From an optimization exercise on the open Yosys and OpenROAD flow, aimed at small area and a short achievable clock period; shortcuts taken in it are not production practice. In this exercise RTL edits were held to simulation tests only and were not proved equivalent to the original. Power is estimated from default activity; no workload was simulated.

==> flow/design.v (excerpt) <==
module singleInstruction (
    input logic clk,
    input logic reset,
    input rvPkg::word_t instruction,
    input rvPkg::word_t pcNext,
    output rvPkg::word_t aluResult
);
Size in the first run: about 98 I/O pins, roughly 70000 um2 of cells after synthesis.
==> module and3g, before the edit <==
module and3g (
    input logic a, b, c,
    output logic y
);
    assign y = a & b & c;
endmodule
==> module selectOr31, before the edit <==
module selectOr31 (
    input logic [30:0] data,
    input logic [30:0] sel,
    output logic y
);
    logic [10:0] groupN;
    logic [1:0] part;
    logic lowN, high;
    for (genvar g = 0; g < 10; g++) begin : g_aoi
        aoi222 u (
            .a1(data[3*g]), .a2(sel[3*g]), .b1(data[3*g+1]), .b2(sel[3*g+1]),
            .c1(data[3*g+2]), .c2(sel[3*g+2]), .y(groupN[g])
        );
    end
    nand2g uLast (.a(data[30]), .b(sel[30]), .y(groupN[10]));
    nand4g uPart0 (.a(groupN[0]), .b(groupN[1]), .c(groupN[2]), .d(groupN[3]), .y(part[0]));
    nand4g uPart1 (.a(groupN[4]), .b(groupN[5]), .c(groupN[6]), .d(groupN[7]), .y(part[1]));
    and3g uPart2 (.a(groupN[8]), .b(groupN[9]), .c(groupN[10]), .y(high));
    nor2g uLow (.a(part[0]), .b(part[1]), .y(lowN));
    nand2g uOut (.a(lowN), .b(high), .y(y));
endmodule
clock: 13.0 ns
lec_check: 0
cap_margin: 20
core_margin: 2
core_utilization: 55
cts_buf_list: sky130_fd_sc_hd__clkbuf_16
cts_cluster_diameter: 70
cts_cluster_size: 30
place_density: 0.65
setup_slack_margin: 3
slew_margin: 20
synth_hierarchical: 1
tns_end_percent: 10
run.sh (not shown) runs the stock make flow with config.mk's settings and CLKGATE_MAP_FILE= SYNTH_SCRIPT=/design/flow/synth_recipe.tcl, a recipe that flattens the netlist after the stock synthesis.
Then changed:
--- a/flow/design.v
+++ b/flow/design.v
@@ -137,4 +137,10 @@
     assign y = a | b;
 endmodule
+module or3g (
+    input logic a, b, c,
+    output logic y
+);
+    assign y = a | b | c;
+endmodule
 module nor2g (
     input logic a, b,
@@ -143,9 +149,17 @@
     assign y = !(a | b);
 endmodule
-module and3g (
-    input logic a, b, c,
+module selectOr8 (
+    input logic [7:0] d,
+    input logic [7:0] s,
+    output logic y
+);
+    assign y = |(d & s);
+endmodule
+module selectOr7 (
+    input logic [6:0] d,
+    input logic [6:0] s,
     output logic y
 );
-    assign y = a & b & c;
+    assign y = |(d & s);
 endmodule
 module selectOr31 (
@@ -154,19 +168,13 @@
     output logic y
 );
-    logic [10:0] groupN;
-    logic [1:0] part;
-    logic lowN, high;
-    for (genvar g = 0; g < 10; g++) begin : g_aoi
-        aoi222 u (
-            .a1(data[3*g]), .a2(sel[3*g]), .b1(data[3*g+1]), .b2(sel[3*g+1]),
-            .c1(data[3*g+2]), .c2(sel[3*g+2]), .y(groupN[g])
-        );
+    logic [3:0] part;
+    logic [1:0] halfN;
+    for (genvar q = 0; q < 3; q++) begin : g_part
+        selectOr8 u (.d(data[8*q +: 8]), .s(sel[8*q +: 8]), .y(part[q]));
     end
-    nand2g uLast (.a(data[30]), .b(sel[30]), .y(groupN[10]));
-    nand4g uPart0 (.a(groupN[0]), .b(groupN[1]), .c(groupN[2]), .d(groupN[3]), .y(part[0]));
-    nand4g uPart1 (.a(groupN[4]), .b(groupN[5]), .c(groupN[6]), .d(groupN[7]), .y(part[1]));
-    and3g uPart2 (.a(groupN[8]), .b(groupN[9]), .c(groupN[10]), .y(high));
-    nor2g uLow (.a(part[0]), .b(part[1]), .y(lowN));
-    nand2g uOut (.a(lowN), .b(high), .y(y));
+    selectOr7 uLast (.d(data[30:24]), .s(sel[30:24]), .y(part[3]));
+    nor2g uHalf0 (.a(part[0]), .b(part[1]), .y(halfN[0]));
+    nor2g uHalf1 (.a(part[2]), .b(part[3]), .y(halfN[1]));
+    nand2g uOut (.a(halfN[0]), .b(halfN[1]), .y(y));
 endmodule
 module registerFile (
Effect:
- The changed run finished with timing, DRC and antenna clean
- synthesized cell count rose by 8.0%
- die area rose by 1.8%
- combinational power fell by 6.2%
- clock-buffer cell count fell by 3
- non-clock buffer count fell by 91
- routed wire length fell by 6.8%
- flip-flop and latch count is unchanged
- worst setup slack gains 0.27 ns

* * *

== JK ==
singleInstruction again, from the RTL that the note above started with.
## singleInstruction
module singleInstruction (
    input logic clk,
    input logic reset,
    input rvPkg::word_t instruction,
    input rvPkg::word_t pcNext,
    output rvPkg::word_t aluResult
);
Settings: LEC_CHECK=0, CAP_MARGIN=20, CORE_MARGIN=2, CORE_UTILIZATION=55, CTS_BUF_LIST=sky130_fd_sc_hd__clkbuf_16, CTS_CLUSTER_DIAMETER=70, CTS_CLUSTER_SIZE=30, PLACE_DENSITY=0.65, SETUP_SLACK_MARGIN=3.5, SLEW_MARGIN=20, SYNTH_HIERARCHICAL=1, TNS_END_PERCENT=25; clock period 13.0 ns.
#### Input delta (MS over JK)
diff --git a/flow/design.v b/flow/design.v
--- a/flow/design.v
+++ b/flow/design.v
@@ -136,38 +136,46 @@
 );
     assign y = a | b;
 endmodule
+module or3g (
+    input logic a, b, c,
+    output logic y
+);
+    assign y = a | b | c;
+endmodule
 module nor2g (
     input logic a, b,
     output logic y
 );
     assign y = !(a | b);
 endmodule
-module and3g (
-    input logic a, b, c,
+module selectOr8 (
+    input logic [7:0] d,
+    input logic [7:0] s,
+    output logic y
+);
+    assign y = |(d & s);
+endmodule
+module selectOr7 (
+    input logic [6:0] d,
+    input logic [6:0] s,
     output logic y
 );
-    assign y = a & b & c;
+    assign y = |(d & s);
 endmodule
 module selectOr31 (
     input logic [30:0] data,
     input logic [30:0] sel,
     output logic y
 );
-    logic [10:0] groupN;
-    logic [1:0] part;
-    logic lowN, high;
-    for (genvar g = 0; g < 10; g++) begin : g_aoi
-        aoi222 u (
-            .a1(data[3*g]), .a2(sel[3*g]), .b1(data[3*g+1]), .b2(sel[3*g+1]),
-            .c1(data[3*g+2]), .c2(sel[3*g+2]), .y(groupN[g])
-        );
+    logic [3:0] part;
+    logic [1:0] halfN;
+    for (genvar q = 0; q < 3; q++) begin : g_part
+        selectOr8 u (.d(data[8*q +: 8]), .s(sel[8*q +: 8]), .y(part[q]));
     end
-    nand2g uLast (.a(data[30]), .b(sel[30]), .y(groupN[10]));
-    nand4g uPart0 (.a(groupN[0]), .b(groupN[1]), .c(groupN[2]), .d(groupN[3]), .y(part[0]));
-    nand4g uPart1 (.a(groupN[4]), .b(groupN[5]), .c(groupN[6]), .d(groupN[7]), .y(part[1]));
-    and3g uPart2 (.a(groupN[8]), .b(groupN[9]), .c(groupN[10]), .y(high));
-    nor2g uLow (.a(part[0]), .b(part[1]), .y(lowN));
-    nand2g uOut (.a(lowN), .b(high), .y(y));
+    selectOr7 uLast (.d(data[30:24]), .s(sel[30:24]), .y(part[3]));
+    nor2g uHalf0 (.a(part[0]), .b(part[1]), .y(halfN[0]));
+    nor2g uHalf1 (.a(part[2]), .b(part[3]), .y(halfN[1]));
+    nand2g uOut (.a(halfN[0]), .b(halfN[1]), .y(y));
 endmodule
 module registerFile (
     input logic clk,
## What came out
Compare JK and MS | post-route minimum period higher: JK
Summary of MS over JK: overall power after layout held; logic depth of the worst register-to-register path up 1.
As of MS, wire length had fallen by a few percent compared to JK.
On count of inserted antenna diode cells: between JK and MS, it ends up higher for MS.

afterwards: timing with drivers on the ports:
The results above use ideal ports. As a check the final layouts listed here were re-extracted and re-timed, cells and wires unchanged. Step 1, drivers: a clkbuf_16 drives clk and a buf_2 each remaining input, both assumed. Step 2, shift: input delay + t, output delay - t, t = (earliest + latest rising clock arrival at the registers) / 2. This alone moves slack from input paths to output paths. Slacks: ideal / step 1 / step 2; pairs: ideal / step 1.
run | t, ns | slack for setup (ns) | hold slack, ns | latest minus earliest clock arrival (ns)
the first run of note 1 | 0.833 | 2.578 / 2.440 / 2.348 | 1.513 / 1.513 / 1.513 | 0.065 / 0.065
the second run of note 1 | 0.811 | 2.849 / 2.733 / 2.114 | 1.388 / 1.388 / 1.388 | 0.072 / 0.072
JK | 0.820 | 2.825 / 2.750 / 2.505 | 1.434 / 1.434 / 1.434 | 0.065 / 0.065
MS | 0.817 | 3.111 / 2.989 / 2.743 | 1.368 / 1.368 / 1.368 | 0.069 / 0.069
After both steps every run listed still meets setup and hold. For the second run of note 1, which loses most, drivers alone change the setup slack by -0.116 ns; drivers and shift together by -0.735 ns.
